What follows belongs to an exercise in optimizing a design on an open flow for small area and a short achievable clock period; a production flow would make more cautious choices. Function was checked by simulation only, so behaviour that the tests miss may differ from the original. Power and IR drop assume default switching activity.

===== design/flow/constraint.sdc =====
create_clock -name core_clock -period 5.0 [get_ports {clk}]
set_input_delay 1.0000 -clock core_clock [delete_from_list [all_inputs] [get_ports {clk}]]
set_output_delay 1.0000 -clock core_clock [all_outputs]
set_load 0.01 [all_outputs]

===== design/flow/design.v =====
package loader_pkg;
    typedef enum logic [1:0] {
        idle,    
        start,   
        recv,    
        stop     
    } uart_state_t;
    typedef logic [8-1:0] uart_byte_t;
    typedef logic [8-1:0] imem_addr_t;
    typedef logic [32-1:0] imem_word_t;
    typedef logic [8:0] word_count_t;
    typedef logic [$clog2(4)-1:0] byte_lane_t;
endpackage
`timescale 1ns/1ps
module uart_rx (
    input  logic       clk,
    input  logic       resetn,
    input  logic       uart_rxd,      
    input  logic       uart_rx_en,    
    output logic       rx_valid,      
    output logic       rx_break,      
    output loader_pkg::uart_byte_t rx_data
);
    localparam int CNT_W = $clog2((10_000_000 / 1_000_000));
    localparam int BIT_W = $clog2(8);
    localparam logic [CNT_W-1:0] BIT_LAST = CNT_W'((10_000_000 / 1_000_000) - 1);
    localparam logic [CNT_W-1:0] BIT_MID  = CNT_W'((10_000_000 / 1_000_000) / 2 - 1);
    localparam logic [BIT_W-1:0] LAST_BIT = BIT_W'(8 - 1);
    logic             rxd_meta;     
    logic             rxd_sync;     
    loader_pkg::uart_state_t      state;
    logic [CNT_W-1:0] cycle_cnt;    
    logic [BIT_W-1:0] bit_cnt;      
    loader_pkg::uart_byte_t       shift_reg;
    logic             mid_bit;
    logic             bit_end;
    always_ff @(posedge clk) begin
        if (!resetn) begin
            rxd_meta <= 1'b1;   
            rxd_sync <= 1'b1;
        end else if (uart_rx_en) begin
            rxd_meta <= uart_rxd;
            rxd_sync <= rxd_meta;
        end
    end
    assign mid_bit = (cycle_cnt == BIT_MID);    
    assign bit_end = (cycle_cnt == BIT_LAST);
    always_ff @(posedge clk) begin
        if (!resetn) begin
            cycle_cnt <= '0;
        end else if (state == loader_pkg::idle || bit_end) begin
            cycle_cnt <= '0;   
        end else begin
            cycle_cnt <= cycle_cnt + 1'b1;
        end
    end
    always_ff @(posedge clk) begin
        if (state == loader_pkg::recv && mid_bit) begin
            shift_reg <= {rxd_sync, shift_reg[8-1:1]};
        end
    end
    always_ff @(posedge clk) begin
        if (!resetn) begin
            state    <= loader_pkg::idle;
            bit_cnt  <= '0;
            rx_valid <= 1'b0;
            rx_break <= 1'b0;
            rx_data  <= '0;
        end else begin
            rx_valid <= 1'b0;   
            rx_break <= 1'b0;
            case (state)
                loader_pkg::idle: begin
                    bit_cnt <= '0;
                    if (!rxd_sync) begin
                        state <= loader_pkg::start;   
                    end
                end
                loader_pkg::start: begin
                    if (mid_bit && rxd_sync) begin
                        state <= loader_pkg::idle;   
                    end else if (bit_end) begin
                        state <= loader_pkg::recv;
                    end
                end
                loader_pkg::recv: begin
                    if (bit_end) begin
                        if (bit_cnt == LAST_BIT) begin
                            state <= loader_pkg::stop;
                        end else begin
                            bit_cnt <= bit_cnt + 1'b1;
                        end
                    end
                end
                loader_pkg::stop: begin
                    if (mid_bit) begin
                        rx_valid <= 1'b1;
                        rx_break <= (shift_reg == '0);
                        rx_data  <= shift_reg;
                        state    <= loader_pkg::idle;
                    end
                end
                default: state <= loader_pkg::idle;
            endcase
        end
    end
endmodule
`timescale 1ns/1ps
module word_loader (
    input  logic        clk,
    input  logic        resetn,
    input  logic        rx_valid,
    input  loader_pkg::uart_byte_t  rx_data,
    output logic        wr_en,        
    output loader_pkg::imem_addr_t  wr_addr,      
    output loader_pkg::imem_word_t  wr_data,      
    output loader_pkg::word_count_t word_count,   
    output logic        write_done    
);
    localparam loader_pkg::byte_lane_t LANE_LAST = loader_pkg::byte_lane_t'(4 - 1);
    loader_pkg::byte_lane_t lane;         
    logic [23:0] word_buf;                
    loader_pkg::imem_word_t word_next;    
    logic       mem_full;
    logic       accept;
    logic       word_full;
    logic       word_end;
    assign mem_full  = (word_count == loader_pkg::word_count_t'(256));
    assign accept    = rx_valid && !write_done && !mem_full;
    assign word_full = accept && (lane == LANE_LAST);   
    assign word_next = {rx_data, word_buf};
    assign word_end  = (word_next == 32'hffff_ffff);
    assign wr_data   = word_next;
    always_ff @(posedge clk) begin
        if (accept && lane != LANE_LAST) begin
            word_buf[lane*8 +: 8] <= rx_data;
        end
        if (word_full && !word_end) begin
            wr_addr <= word_count[8-1:0];   
        end
    end
    always_ff @(posedge clk) begin
        if (!resetn) begin
            lane       <= '0;
            wr_en      <= 1'b0;
            word_count <= '0;
            write_done <= 1'b0;
        end else begin
            wr_en <= 1'b0;
            if (mem_full) begin
                write_done <= 1'b1;   
            end
            if (accept) begin
                lane <= lane + 1'b1;   
            end
            if (word_full) begin
                if (word_end) begin
                    write_done <= 1'b1;
                end else begin
                    wr_en      <= 1'b1;
                    word_count <= word_count + 1'b1;
                end
            end
        end
    end
endmodule
`timescale 1ns/1ps
module imem_sram (
    input  logic       clk,
    input  logic       resetn,
    input  logic       wr_en,
    input  loader_pkg::imem_addr_t wr_addr,
    input  loader_pkg::imem_word_t wr_data,
    input  logic       fetch_en,
    input  loader_pkg::imem_addr_t fetch_addr,
    output loader_pkg::imem_word_t fetch_data    
);
    localparam int N = 16;                        
    localparam int W = 32;
    logic [N-1:0] phase;                          
    logic       wr_pend;
    logic       wr_wait;                          
    logic [N-1:0] wr_take;                        
    logic [N-1:0][N-1:0][W-1:0] ring;             
    logic [W-1:0][N-1:0] ring_sel;                
    logic [N-1:0] place_sel_n;                    
    logic       bypass;
    logic [N-1:0][W-1:0] place_word_n;            
    loader_pkg::imem_word_t fetch_hold;
    loader_pkg::imem_word_t hold_next;
    loader_pkg::imem_word_t data_next;
    loader_pkg::imem_word_t data_other;
    logic       data_keep;
    logic       data_keep_n;
    logic       bypass_n;
    always_ff @(posedge clk) begin
        if (!resetn) begin
            phase <= N'(1);
        end else begin
            phase <= {phase[N-2:0], phase[N-1]};
        end
    end
    assign wr_wait = wr_en || wr_pend;
    always_ff @(posedge clk) begin
        if (!resetn) begin
            wr_pend <= 1'b0;
            wr_take <= '0;
        end else begin
            wr_pend <= wr_wait && !(|wr_take);
            for (int r = 0; r < N; r++) begin
                wr_take[r] <= wr_wait && !(|wr_take) && (wr_addr[7:4] == r)
                              && phase[(~wr_addr[3:0] - 4'd1) & 4'hf];
            end
        end
    end
    for (genvar r = 0; r < N; r++) begin : g_ring
        logic take;
        logic take_n;
        loader_pkg::imem_word_t ring_in;
        assign take   = wr_take[r];
        assign take_n = !wr_take[r];
        for (genvar b = 0; b < W; b++) begin : g_in
            rd_ao22 u_in (.a1(wr_data[b]), .a2(take), .b1(ring[r][N-1][b]), .b2(take_n), .y(ring_in[b]));
        end
        always_ff @(posedge clk) begin
            ring[r][0] <= ring_in;
            for (int p = 1; p < N; p++) begin
                ring[r][p] <= ring[r][p-1];
            end
        end
    end
    for (genvar b = 0; b < W; b++) begin : g_ring_dec
        imem_ring_dec u_ring_dec (
            .addr (fetch_addr[7:4]),
            .sel  (ring_sel[b])
        );
    end
    assign bypass = wr_wait && (fetch_addr == wr_addr);
    imem_place_dec u_place_dec (
        .addr   (fetch_addr[3:0]),
        .phase  (phase),
        .sel_n  (place_sel_n)
    );
    for (genvar p = 0; p < N; p++) begin : g_place
        for (genvar b = 0; b < W; b++) begin : g_bit
            logic [N-1:0] col;
            logic [1:0]   half;
            for (genvar r = 0; r < N; r++) begin : g_col
                assign col[r] = ring[r][p][b];
            end
            rd_andor8 u_lo (.x(col[7:0]),  .s(ring_sel[b][7:0]),  .y(half[0]));
            rd_andor8 u_hi (.x(col[15:8]), .s(ring_sel[b][15:8]), .y(half[1]));
            rd_nor2   u_or (.a(half[0]), .b(half[1]), .y(place_word_n[p][b]));
        end
    end
    for (genvar b = 0; b < W; b++) begin : g_bit
        logic [7:0] pair;    
        logic [3:0] quad_n;
        for (genvar i = 0; i < 8; i++) begin : g_pair
            rd_oai22 u (.a1(place_word_n[2*i][b]), .a2(place_sel_n[2*i]),
                        .b1(place_word_n[2*i+1][b]), .b2(place_sel_n[2*i+1]), .y(pair[i]));
        end
        rd_nor2 u_q0 (.a(pair[0]), .b(pair[1]), .y(quad_n[0]));
        rd_nor2 u_q1 (.a(pair[2]), .b(pair[3]), .y(quad_n[1]));
        rd_nor2 u_q2 (.a(pair[4]), .b(pair[5]), .y(quad_n[2]));
        rd_nor2 u_q3 (.a(pair[6]), .b(pair[7]), .y(quad_n[3]));
        rd_out u_hold (.q(quad_n), .s(bypass), .s_n(bypass_n), .d(wr_data[b]), .y(hold_next[b]));
        rd_out u_data (.q(quad_n), .s(data_keep), .s_n(data_keep_n), .d(data_other[b]), .y(data_next[b]));
    end
    assign data_keep  = !fetch_en || bypass;
    assign data_keep_n = !data_keep;
    assign bypass_n    = !bypass;
    assign data_other = fetch_en ? wr_data : fetch_hold;
    always_ff @(posedge clk) begin
        if (fetch_en) begin
            fetch_hold <= hold_next;
        end
    end
    always_ff @(posedge clk) begin
        fetch_data <= data_next;
    end
endmodule
module imem_ring_dec (
    input  logic [3:0]  addr,
    output logic [15:0] sel
);
    logic [3:0] addr_n;
    logic [3:0] lo_n;      
    logic [3:0] hi_n;      
    for (genvar i = 0; i < 4; i++) begin : g_inv
        rd_inv u (.a(addr[i]), .y(addr_n[i]));
    end
    for (genvar k = 0; k < 4; k++) begin : g_pre
        rd_nand2 u_lo (.a(k[0] ? addr[0] : addr_n[0]), .b(k[1] ? addr[1] : addr_n[1]), .y(lo_n[k]));
        rd_nand2 u_hi (.a(k[0] ? addr[2] : addr_n[2]), .b(k[1] ? addr[3] : addr_n[3]), .y(hi_n[k]));
    end
    for (genvar r = 0; r < 16; r++) begin : g_sel
        rd_nor2 u (.a(lo_n[r%4]), .b(hi_n[r/4]), .y(sel[r]));
    end
endmodule
module imem_place_dec (
    input  logic [3:0]  addr,
    input  logic [15:0] phase,
    output logic [15:0] sel_n
);
    logic [3:0]  addr_n;
    logic [15:0] phase_n;
    logic [3:0]  lo_n;      
    logic [3:0]  hi_n;      
    logic [15:0] turn_n;    
    for (genvar i = 0; i < 4; i++) begin : g_inv
        rd_inv u (.a(addr[i]), .y(addr_n[i]));
    end
    for (genvar i = 0; i < 16; i++) begin : g_ph
        rd_inv u (.a(phase[i]), .y(phase_n[i]));
    end
    for (genvar k = 0; k < 4; k++) begin : g_pre
        rd_nand2 u_lo (.a(k[0] ? addr[0] : addr_n[0]), .b(k[1] ? addr[1] : addr_n[1]), .y(lo_n[k]));
        rd_nand2 u_hi (.a(k[0] ? addr[2] : addr_n[2]), .b(k[1] ? addr[3] : addr_n[3]), .y(hi_n[k]));
    end
    for (genvar p = 0; p < 16; p++) begin : g_turn
        rd_and4n u_t (.x({phase_n[(p+13)%16], phase_n[(p+14)%16], phase_n[(p+15)%16], phase_n[p]}),
                      .s(lo_n), .y(turn_n[p]));
        rd_and4n u_s (.x({turn_n[(p+4)%16], turn_n[(p+8)%16], turn_n[(p+12)%16], turn_n[p]}),
                      .s(hi_n), .y(sel_n[p]));
    end
endmodule
module rd_and4n (
    input  logic [3:0] x,
    input  logic [3:0] s,
    output logic       y
);
    logic [1:0] h;
    rd_oai22 u_a (.a1(x[0]), .a2(s[0]), .b1(x[1]), .b2(s[1]), .y(h[0]));
    rd_oai22 u_b (.a1(x[2]), .a2(s[2]), .b1(x[3]), .b2(s[3]), .y(h[1]));
    rd_nor2  u_y (.a(h[0]), .b(h[1]), .y(y));
endmodule
module rd_ao22 (input logic a1, input logic a2, input logic b1, input logic b2, output logic y);
    assign y = (a1 & a2) | (b1 & b2);
endmodule
module rd_oai22 (input logic a1, input logic a2, input logic b1, input logic b2, output logic y);
    assign y = ~((a1 | a2) & (b1 | b2));
endmodule
module rd_andor8 (input logic [7:0] x, input logic [7:0] s, output logic y);
    assign y = |(x & s);
endmodule
module rd_inv (input logic a, output logic y);
    assign y = ~a;
endmodule
module rd_nand2 (input logic a, input logic b, output logic y);
    assign y = ~(a & b);
endmodule
module rd_nor2 (input logic a, input logic b, output logic y);
    assign y = ~(a | b);
endmodule
module rd_out (input logic [3:0] q, input logic s, input logic s_n, input logic d, output logic y);
    logic r;
    logic a;
    logic b;
    rd_nand4 u_r (.a(q[0]), .b(q[1]), .c(q[2]), .d(q[3]), .y(r));
    rd_nand2 u_a (.a(r), .b(s_n), .y(a));
    rd_nand2 u_b (.a(d), .b(s), .y(b));
    rd_nand2 u_y (.a(a), .b(b), .y(y));
endmodule
module rd_nand4 (input logic a, input logic b, input logic c, input logic d, output logic y);
    assign y = ~(a & b & c & d);
endmodule
`timescale 1ns/1ps
module boot_loader_top (
    input  logic        clk,
    input  logic        resetn,
    input  logic        uart_rxd,
    input  logic        uart_rx_en,
    output logic        uart_rx_valid,
    output logic        uart_rx_break,
    output loader_pkg::uart_byte_t  uart_rx_data,
    input  logic        fetch_en,
    input  loader_pkg::imem_addr_t  fetch_addr,
    output loader_pkg::imem_word_t  fetch_data,
    output loader_pkg::word_count_t word_count,
    output logic        write_done
);
    logic       wr_en;
    loader_pkg::imem_addr_t wr_addr;
    loader_pkg::imem_word_t wr_data;
    uart_rx u_uart_rx (
        .clk        (clk),
        .resetn     (resetn),
        .uart_rxd   (uart_rxd),
        .uart_rx_en (uart_rx_en),
        .rx_valid   (uart_rx_valid),
        .rx_break   (uart_rx_break),
        .rx_data    (uart_rx_data)
    );
    word_loader u_word_loader (
        .clk        (clk),
        .resetn     (resetn),
        .rx_valid   (uart_rx_valid),
        .rx_data    (uart_rx_data),
        .wr_en      (wr_en),
        .wr_addr    (wr_addr),
        .wr_data    (wr_data),
        .word_count (word_count),
        .write_done (write_done)
    );
    imem_sram u_imem_sram (
        .clk        (clk),
        .resetn     (resetn),
        .wr_en      (wr_en),
        .wr_addr    (wr_addr),
        .wr_data    (wr_data),
        .fetch_en   (fetch_en),
        .fetch_addr (fetch_addr),
        .fetch_data (fetch_data)
    );
endmodule

===== design/flow/run.sh =====
#!/bin/bash
# synth_recipe.tcl (not shown) runs the flow's synth.tcl, then flattens the netlist and writes it again
# the make line also repeats each setting of config.mk as NAME=value (left out here)
make -C /OpenROAD-flow-scripts/flow DESIGN_CONFIG=/design/flow/config.mk WORK_HOME=/design/flow/orfs CLKGATE_MAP_FILE= SYNTH_SCRIPT=/design/flow/synth_recipe.tcl finish

===== design/flow/config.mk =====
export PLATFORM = sky130hd
export DESIGN_NAME = boot_loader_top
export DESIGN_NICKNAME = boot_loader_top
export VERILOG_FILES = /design/flow/design.v
export SDC_FILE = /design/flow/constraint.sdc
export NUM_CORES = 8
export LEC_CHECK = 0
export CAP_MARGIN = 20
export CORE_MARGIN = 2
export CORE_UTILIZATION = 60
export CTS_CLUSTER_DIAMETER = 80
export CTS_CLUSTER_SIZE = 30
export SETUP_SLACK_MARGIN = 2.6
export SLEW_MARGIN = 20
export SYNTH_HIERARCHICAL = 1
export SYNTH_MEMORY_MAX_BITS = 16384
export TNS_END_PERCENT = 10

==> impl_metrics.env, run 1 <==
export IMPL_start_kind="input port"
export IMPL_hold_class="reg -> reg"
export IMPL_cts_tree="yes"
export IMPL_die_x_um=611.5
export IMPL_syn_nets=16580
export IMPL_synth_cell_type_count=45
export IMPL_regMostFlops="u_imem_sram.ring"
export IMPL_ir_worst_vdd_v=0.0003170
export IMPL_finalPower_mw=100.5
export IMPL_p_sw_mw=21.01
export IMPL_vias_per_cell=6.380
export IMPL_reg2reg_depth=3
export IMPL_synth_cells=16550
export IMPL_worstPathMaxFanout=10
export IMPL_vias=144700
export IMPL_grt_max_degree=58
export IMPL_detail_route_wl_per_cell_um=30.06
export IMPL_clockBufferDepth=4
export IMPL_min_path_cells=0
export IMPL_fin_util=0.6720
export IMPL_place_area_um2=233000
export IMPL_htree_levels=5
export IMPL_drt_first_pass_iters=8
export IMPL_final_setup_tns_ns=0
export IMPL_arrival_ns=3.46
export IMPL_synth_edf_count=72
export IMPL_place_inst=22000
export IMPL_dieArea_um2=373900
export IMPL_dpl_hpwl_um=389400
export IMPL_path_cells="clkbuf_16 -> buf_6 -> inv_1 -> nand2_2 -> nor2_2 -> buf_4 -> a22oi_1 -> nand4_1 -> nor2_1 -> o22ai_1 -> nor2_1 -> nand4_1 -> nand2_1 -> nand2_1"
export IMPL_hold_ws_ns=0.3289
export IMPL_layout_drive_gt1_share=0.09504
export IMPL_synth_top_family_by_area="compound AO/OA/AOI/OAI gates"
export IMPL_portBuffers=64
export IMPL_hold_viol=0
export IMPL_status="failed layout checks"
export IMPL_track_usage=0.3496
export IMPL_fin_ws_ns=2.285
export IMPL_post_route_period_util=0.5430
export IMPL_synth_area_leaders="dfxtp_1, a22oi_1, nand4_1"
export IMPL_largest_registers="u_imem_sram.ring: 8192 flops, u_imem_sram.fetch_data: 32 flops, u_imem_sram.fetch_hold: 32 flops"
export IMPL_drt_wl_total_um=681700
export IMPL_timing_fmax_ghz=0.3683
export IMPL_core_um2=368000
export IMPL_grt_ovfl_total=0
export IMPL_ios=65
export IMPL_nFillCells=27220
export IMPL_synth_area_per_cell_um2=13.38
export IMPL_drc=0
export IMPL_cts_sinks=8363
export IMPL_synth_compound_area_frac=0.1691
export IMPL_p_sw_frac=0.2091
export IMPL_cts_hold_buffers=0
export IMPL_ys_ff_latch=8363
export IMPL_synth_xor_area_frac=0.0005538
export IMPL_cts_made_buffers=318
export IMPL_die_h_um=611.5
export IMPL_r2r_end="u_imem_sram.ring[3612]"
export IMPL_async_reset_ff_frac=0
export IMPL_yosys_area_share_simple=0.06307
export IMPL_grt_pass1_wl_um=965000
export IMPL_yosysTopAreaCellShare=0.7496
export IMPL_grt_pass1_vias=139500
export IMPL_antenna_found_initial=43
export IMPL_cts_root_buffer="clkbuf_16"
export IMPL_reg2reg_slack_ns=2.31
export IMPL_leakagePower_nw=90.99
export IMPL_dr_first_iter_drc_count=16580
export IMPL_synthAdderAreaFrac=0.0007346
export IMPL_ys_flop_type="dfxtp_1"
export IMPL_p_clk_frac=0.316
export IMPL_drv_slew=0
export IMPL_yosysTopAreaCell="dfxtp_1"
export IMPL_largest_reg_flops=8192
export IMPL_clk_latency_ns=0.99
export IMPL_critPathMaxStageDelay_ns=0.30
export IMPL_num_rows=223
export IMPL_nets=17760
export IMPL_setup_viol=0
export IMPL_violations="antenna violations"
export IMPL_syn_area_um2=221400
export IMPL_combPwrFrac=0.020
export IMPL_min_period_ns=2.715
export IMPL_gp_congestion=0.8657
export IMPL_clk_pin_slew_ns=0.11
export IMPL_skew_ns=0.04542
export IMPL_criticalPathCategory="in -> reg"
export IMPL_syn_to_final_growth_pct=11.69
export IMPL_drv_cap=0
export IMPL_stdcell_count=22670
export IMPL_ant_nets=1
export IMPL_hp_start="u_imem_sram.ring[5222]"
export IMPL_muxShareOfSynthArea=0.003159
export IMPL_regToRegStartpoint="u_imem_sram.wr_take[7]"
export IMPL_place_ws_ns=0.2625
export IMPL_min_to="u_imem_sram.ring[5254]"
export IMPL_final_area_um2=247300
export IMPL_ys_seq_area_frac=0.7593
export IMPL_p_int_mw=79.47
export IMPL_ys_warn_count=9
export IMPL_p_seq_frac=0.664
export IMPL_cp_required_ns=5.75
export IMPL_pwr_density_cell_nw_per_um2=406.3
export IMPL_initial_core_util=0.6017
export IMPL_rsz0062_at_grt="true"
export IMPL_worst_slew_pin_slew_ns=1.234
export IMPL_critPathCaptureType="flip-flop"
export IMPL_crit_slowest_cell="nor2_1"
export IMPL_max_slew_margin_rel=0.1777
cell usage in the layout (no fill, tap or decap), types with 11 or more instances in the layout:
master           Yosys  final
a22o_1             512    512
a22oi_1           4096   4056
a22oi_2              0     40
and2_1              20     19
buf_12               0     79
buf_16               0     44
buf_2                0     11
buf_4                8    607
buf_6                2     60
buf_8                0     13
clkbuf_1            11     40
clkbuf_16            0    347
clkdlybuf4s15_1      0     14
dfxtp_1           8291   8215
dfxtp_2              0     24
dfxtp_4              0     52
diode_2              0     34
dlygate4sd2_1        0     12
edfxtp_1            72     72
ha_1                13     12
inv_1              199    162
inv_2                0     14
inv_4                0     11
inv_6                0     19
mux2_2              33     33
mux2i_1             26     26
nand2_1            524    469
nand2_2              0     38
nand2_4              0     17
nand2b_1            12     12
nand4_1           1102   1102
nor2_1            1195   1007
nor2_2               0    112
nor2_4               1     77
nor4_1              18     14
o21ai_0             24     24
o22ai_1            320    285
o22ai_2              0     26
power by group through the flow:
stage | Clock (mW) | Sequential (mW) | Combinational, mW
2_1_floorplan | 0 | 68.2 | 0.636
3_3_place_gp | 0 | 68.2 | 1.56
3_5_place_dp | 0 | 68.2 | 1.58
4_1_cts | 32.0 | 66.7 | 1.89
5_1_grt | 34.3 | 66.7 | 2.05
6_report | 31.8 | 66.7 | 2.02
per-module statistics from Yosys (local to each module, per instance), excerpt:
module | flops+latches | times used
imem_sram | 8289 | 1
rd_andor8 | 0 | 1024
rd_ao22 | 0 | 512
rd_inv | 0 | 148
rd_nand2 | 0 | 456
rd_nand4 | 0 | 64
rd_nor2 | 0 | 1184
rd_oai22 | 0 | 320
uart_rx | 29 | 1
word_loader | 45 | 1
critical path: cells and delay by family:
| family | cells | cell delay (ns) |
|---|---|---|
| compound gates | 2 | 0.34 |
| simple gates | 8 | 1.25 |
| buf+inv | 4 | 0.81 |
synthesized netlist by cell type (12+ instances only):
cell type	n
nand2_1	524
and2_1	20
o21ai_0	24
a22o_1	512
inv_1	199
mux2i_1	26
ha_1	13
nand2b_1	12
mux2_2	33
dfxtp_1	8291
a22oi_1	4096
nor2_1	1195
edfxtp_1	72
nor4_1	18
o22ai_1	320
nand4_1	1102
logic make-up after synthesis:
logic type	Yosys count
flip-flops	8363
AO/OA/AOI/OAI	4965
multiplexers	62
buffers and inverters	223
AND/OR/NAND/NOR	2913
adder cells (fa/ha/maj)	13
XOR/XNOR	14
how the worst max path moves through the flow:
| stage | startpoint | endpoint | slack (ns) | depth (start not counted) |
|---|---|---|---|---|
| finish | fetch_addr[4] | u_imem_sram.fetch_hold[2] | 2.28 | 14 |
| CTS | u_uart_rx.rx_data[5] | uart_rx_data[5] | 2.26 | 1 |
| floorplan | fetch_addr[1] | u_imem_sram.fetch_hold[10] | 2.18 | 11 |
| detailed placement | fetch_addr[1] | u_imem_sram.fetch_hold[22] | 0.26 | 14 |
| global route | fetch_addr[4] | u_imem_sram.fetch_hold[28] | 2.32 | 16 |
| global placement | fetch_addr[1] | u_imem_sram.fetch_hold[22] | 0.32 | 14 |
area by class of cell:
class / count / area [um2] / area share
tap: 4837 / 6052 / 0.02447
multi-input combinational: 7970 / 54090 / 0.2187
clock buffer: 376 / 8547 / 0.03456
sequential: 8363 / 168400 / 0.6807
clock inverter: 17 / 181.4 / 0.0007335
antenna: 34 / 85.08 / 0.0003440
inverter: 199 / 833.3 / 0.003369
timing repair buffer: 878 / 9165 / 0.03706
layer usage:
layer	GRT usage	share of wire
met1	0.4710	0.41
met3	0.08517	0.094
met2	0.5247	0.43
met5	0	0.00018
met4	0.1813	0.057
repair_timing:
action,CTS,global route
setup buffers,148,65
gates cloned,30,7
gates resized for setup,536,228
pin swaps,105,47
setup endpoints to repair,193,165
==> run 2, diff against run 1 <==
--- a/design/flow/config.mk
+++ b/design/flow/config.mk
@@ -16,2 +16,2 @@
 export SYNTH_MEMORY_MAX_BITS = 16384
-export TNS_END_PERCENT = 10
+export TNS_END_PERCENT = 20
==> run 2 against run 1 <==
Compared with the run above:
- now clean on timing, DRC and antenna
- worst hold slack gained 0.0056 ns
- register-to-register slack is essentially flat
- core utilization grew 0.24 points
- clock skew shrank 0.0095 ns
- via count grew 0.60%
- area after synthesis is the same
- global-route usage is essentially flat
- final cell count grew 0.15%
- count of clock-buffer cells in the layout is the same
==> impl_metrics.env, run 2 <==
export IMPL_hold_ws_ns=0.3345
export IMPL_vias=145500
export IMPL_skew_ns=0.03587
export IMPL_clk_latency_ns=0.99
export IMPL_synth_common_cells="dfxtp_1, a22oi_1, nor2_1, nand4_1, nand2_1"
export IMPL_die_h_um=611.5
export IMPL_p_int_mw=79.50
export IMPL_ios=65
export IMPL_post_synth_top_count_cell="dfxtp_1"
export IMPL_crit_slowest_cell="dfxtp_4"
export IMPL_cts_hold_buffers=0
export IMPL_arrival_ns=3.56
export IMPL_path_delay_family="flip-flops"
export IMPL_regMostFlops="u_imem_sram.ring"
export IMPL_syn_to_final_growth_pct=12.10
export IMPL_p_seq_frac=0.663
export IMPL_hold_class="reg -> reg"
export IMPL_nets=17790
export IMPL_place_ws_ns=0.2625
export IMPL_grt_max_degree=58
export IMPL_clockBufferDepth=4
export IMPL_min_period_ns=2.687
export IMPL_p_sw_frac=0.2092
export IMPL_ys_flop_type="dfxtp_1"
export IMPL_num_rows=223
export IMPL_dpl_hpwl_um=389400
export IMPL_ys_warn_count=9
export IMPL_crit_end="u_imem_sram.ring[7704]"
export IMPL_rsz0062_at_grt="true"
export IMPL_regToRegStartpoint="u_imem_sram.wr_take[15]"
export IMPL_place_inst=22000
export IMPL_cts_root_buffer="clkbuf_16"
export IMPL_cts_sinks=8363
export IMPL_vias_per_cell=6.409
export IMPL_detail_route_wl_per_cell_um=30.15
export IMPL_leakagePower_nw=91.25
export IMPL_synth_cell_type_count=45
export IMPL_drv_cap=0
export IMPL_initial_core_util=0.6017
export IMPL_synth_area_leaders="dfxtp_1, a22oi_1, nand4_1"
export IMPL_criticalPathCategory="reg -> reg"
export IMPL_track_usage=0.3498
export IMPL_critPathMaxStageDelay_ns=1.00
export IMPL_stdcell_count=22710
export IMPL_worstSetupPathDepth=3
export IMPL_synth_area_per_cell_um2=13.38
export IMPL_critPathCaptureType="flip-flop"
export IMPL_combPwrFrac=0.021
export IMPL_drv_slew=0
export IMPL_p_sw_mw=21.04
export IMPL_portBuffers=64
export IMPL_ant_nets=0
export IMPL_syn_area_um2=221400
export IMPL_largest_reg_flops=8192
export IMPL_die_x_um=611.5
export IMPL_post_route_period_util=0.5374
export IMPL_dr_first_iter_drc_count=16660
export IMPL_drt_wl_total_um=684700
export IMPL_syn_nets=16580
export IMPL_start_kind="flip-flop"
export IMPL_max_slew_margin_rel=0.1412
export IMPL_clk_pin_slew_ns=0.11
export IMPL_ir_worst_vdd_v=0.0003184
export IMPL_grt_pass1_vias=139500
export IMPL_core_um2=368000
export IMPL_reg2reg_depth=3
export IMPL_r2r_end="u_imem_sram.ring[7704]"
export IMPL_antenna_found_initial=47
export IMPL_final_setup_tns_ns=0
export IMPL_layout_drive_gt1_share=0.1010
export IMPL_largest_registers="u_imem_sram.ring: 8192 flops, u_imem_sram.fetch_data: 32 flops, u_imem_sram.fetch_hold: 32 flops"
export IMPL_worstPathMaxFanout=24
export IMPL_worstSetupStartpoint="u_imem_sram.wr_take[15]"
export IMPL_synth_edf_count=72
export IMPL_async_reset_ff_frac=0
export IMPL_cp_required_ns=5.87
export IMPL_final_common_cell="dfxtp_1"
export IMPL_htree_levels=5
export IMPL_synth_cells=16550
export IMPL_drc=0
export IMPL_yosysTopAreaCell="dfxtp_1"
export IMPL_reg2reg_slack_ns=2.31
export IMPL_grt_ovfl_total=0
export IMPL_worst_slew_pin_slew_ns=1.288
export IMPL_setup_viol=0
export IMPL_path_cells="inv_4 -> buf_4 -> a22o_1"
export IMPL_fin_ws_ns=2.313
export IMPL_final_cell_mix="dfxtp_1, a22oi_1, nand4_1"
export IMPL_grt_pass1_wl_um=965400
export IMPL_yosysTopAreaCellShare=0.7496
export IMPL_path_buf_inv=2
export IMPL_timing_fmax_ghz=0.3721
export IMPL_cts_tree="yes"
export IMPL_pwr_density_cell_nw_per_um2=405.0
export IMPL_status="timing/DRC/antenna clean"
export IMPL_finalPower_mw=100.5
export IMPL_p_clk_frac=0.316
export IMPL_ys_seq_area_frac=0.7593
export IMPL_cts_made_buffers=318
export IMPL_drt_first_pass_iters=8
export IMPL_hold_viol=0
export IMPL_ys_ff_latch=8363
export IMPL_gp_congestion=0.8657
export IMPL_dieArea_um2=373900
-- run 2: cell counts after synthesis --
No cell type changed its count.
-- run 2: worst min-delay path by stage --
stage / slack [ns] / startpoint / cells past startpoint / endpoint
2_1_floorplan: 0.33 / u_imem_sram.ring[968] / 0 / u_imem_sram.ring[1000]
3_3_place_gp: 0.33 / u_imem_sram.ring[2268] / 0 / u_imem_sram.ring[2300]
3_5_place_dp: 0.34 / u_imem_sram.ring[2194] / 0 / u_imem_sram.ring[2226]
4_1_cts: 0.33 / u_imem_sram.ring[3430] / 0 / u_imem_sram.ring[3462]
5_1_grt: 0.34 / u_imem_sram.ring[1382] / 0 / u_imem_sram.ring[1414]
6_report: 0.33 / u_imem_sram.ring[8007] / 0 / u_imem_sram.ring[8039]
-- run 2: worst reg2reg max path: stages, from the launching register on --
cell     delay, ns
dfxtp_4       1.00
inv_4         0.43
buf_4         0.51
a22o_1        0.63
-- run 2: repair_timing --
item / 4_1_cts / 5_1_grt
buffers inserted: 154 / 93
cloned: 30 / 6
setup endpoints to repair: 193 / 165
gates resized for setup: 604 / 328
pin swaps: 136 / 84
-- run 2: power by group through the flow --
stage               Sequential, mW  Clock (mW)  Combinational, mW
CTS                           66.7        32.0               1.90
floorplan                     68.2           0              0.636
global route                  66.7        34.3               2.11
global placement              68.2           0               1.56
detailed placement            68.2           0               1.58
finish                        66.7        31.8               2.09
-- run 2: modules after synthesis, one instance, submodules excluded, excerpt --
module       copies in the design  flops+latches  area (um2)
imem_sram                       1           8289      167300
rd_nand4                       64              0       6.256
rd_nor2                      1184              0       3.754
rd_inv                        148              0       3.754
rd_ao22                       512              0       8.758
rd_andor8                    1024              0       36.28
rd_oai22                      320              0       6.256
rd_nand2                      456              0       3.754
word_loader                     1             45        2163
uart_rx                         1             29        1204
-- run 2: logic make-up after synthesis --
| family | after synthesis | synth area share |
|---|---|---|
| flops | 8363 | 0.7593 |
| compound gates | 4965 | 0.1691 |
| simple gates | 2913 | 0.06307 |
| buf+inv | 223 | 0.004029 |
| mux | 62 | 0.003159 |
| xor+xnor | 14 | 0.0005538 |
| fa+ha+maj | 13 | 0.0007346 |
-- run 2: final cells by class --
| class | instances | area [um2] |
|---|---|---|
| Clock inverter | 17 | 181.4 |
| Timing Repair Buffer | 911 | 9687 |
| Sequential cell | 8363 | 168400 |
| Inverter | 199 | 838.3 |
| Tap cell | 4837 | 6052 |
| Multi-Input combinational cell | 7970 | 54460 |
| Antenna cell | 35 | 87.58 |
| Clock buffer | 376 | 8547 |
| Fill cell | 27120 | 119800 |
-- run 2: metal layers --
| metal | wire (um) | track usage |
|---|---|---|
| met1 | 282700 | 0.4715 |
| met2 | 296700 | 0.5259 |
| met3 | 65560 | 0.08512 |
| met4 | 39570 | 0.1783 |
| met5 | 171 | 0 |
-- run 2: metrics by stage --
stage,instance area [um2],util
6_report,248200,0.6745
5_1_grt,248100,0.6742
4_1_cts,246100,0.6686
3_5_place_dp,233000,0.6332
3_3_place_gp,232900,0.6328
2_1_floorplan,221600,-

## port drivers added, routing unchanged
The results above use ideal ports. As a check the final layouts listed here were re-extracted and re-timed, cells and wires unchanged. Step 1 assumes that a clkbuf_16 drives the clock port and a buf_2 every other input. Step 2 also shifts input and output timing later by t, the mid clock arrival at the registers, as if the neighbouring blocks saw the same clock. Slacks: ideal ports / drivers / drivers and shift; pairs: ideal ports / drivers.
run | t, ns | setup slack, ns | worst register clock-pin slew, ns | worst slew at a driven data input, ns | pins driven straight from the clock port
run 1 | 1.083 | 2.285 / 1.848 / 0.765 | 0.12 / 0.12 | 0.72 | 1
run 2 | 1.094 | 2.313 / 1.903 / 0.809 | 0.12 / 0.12 | 0.62 | 1
The setup slack of run 1, which loses most, moves by -0.437 ns with the drivers and by -1.520 ns with both steps.
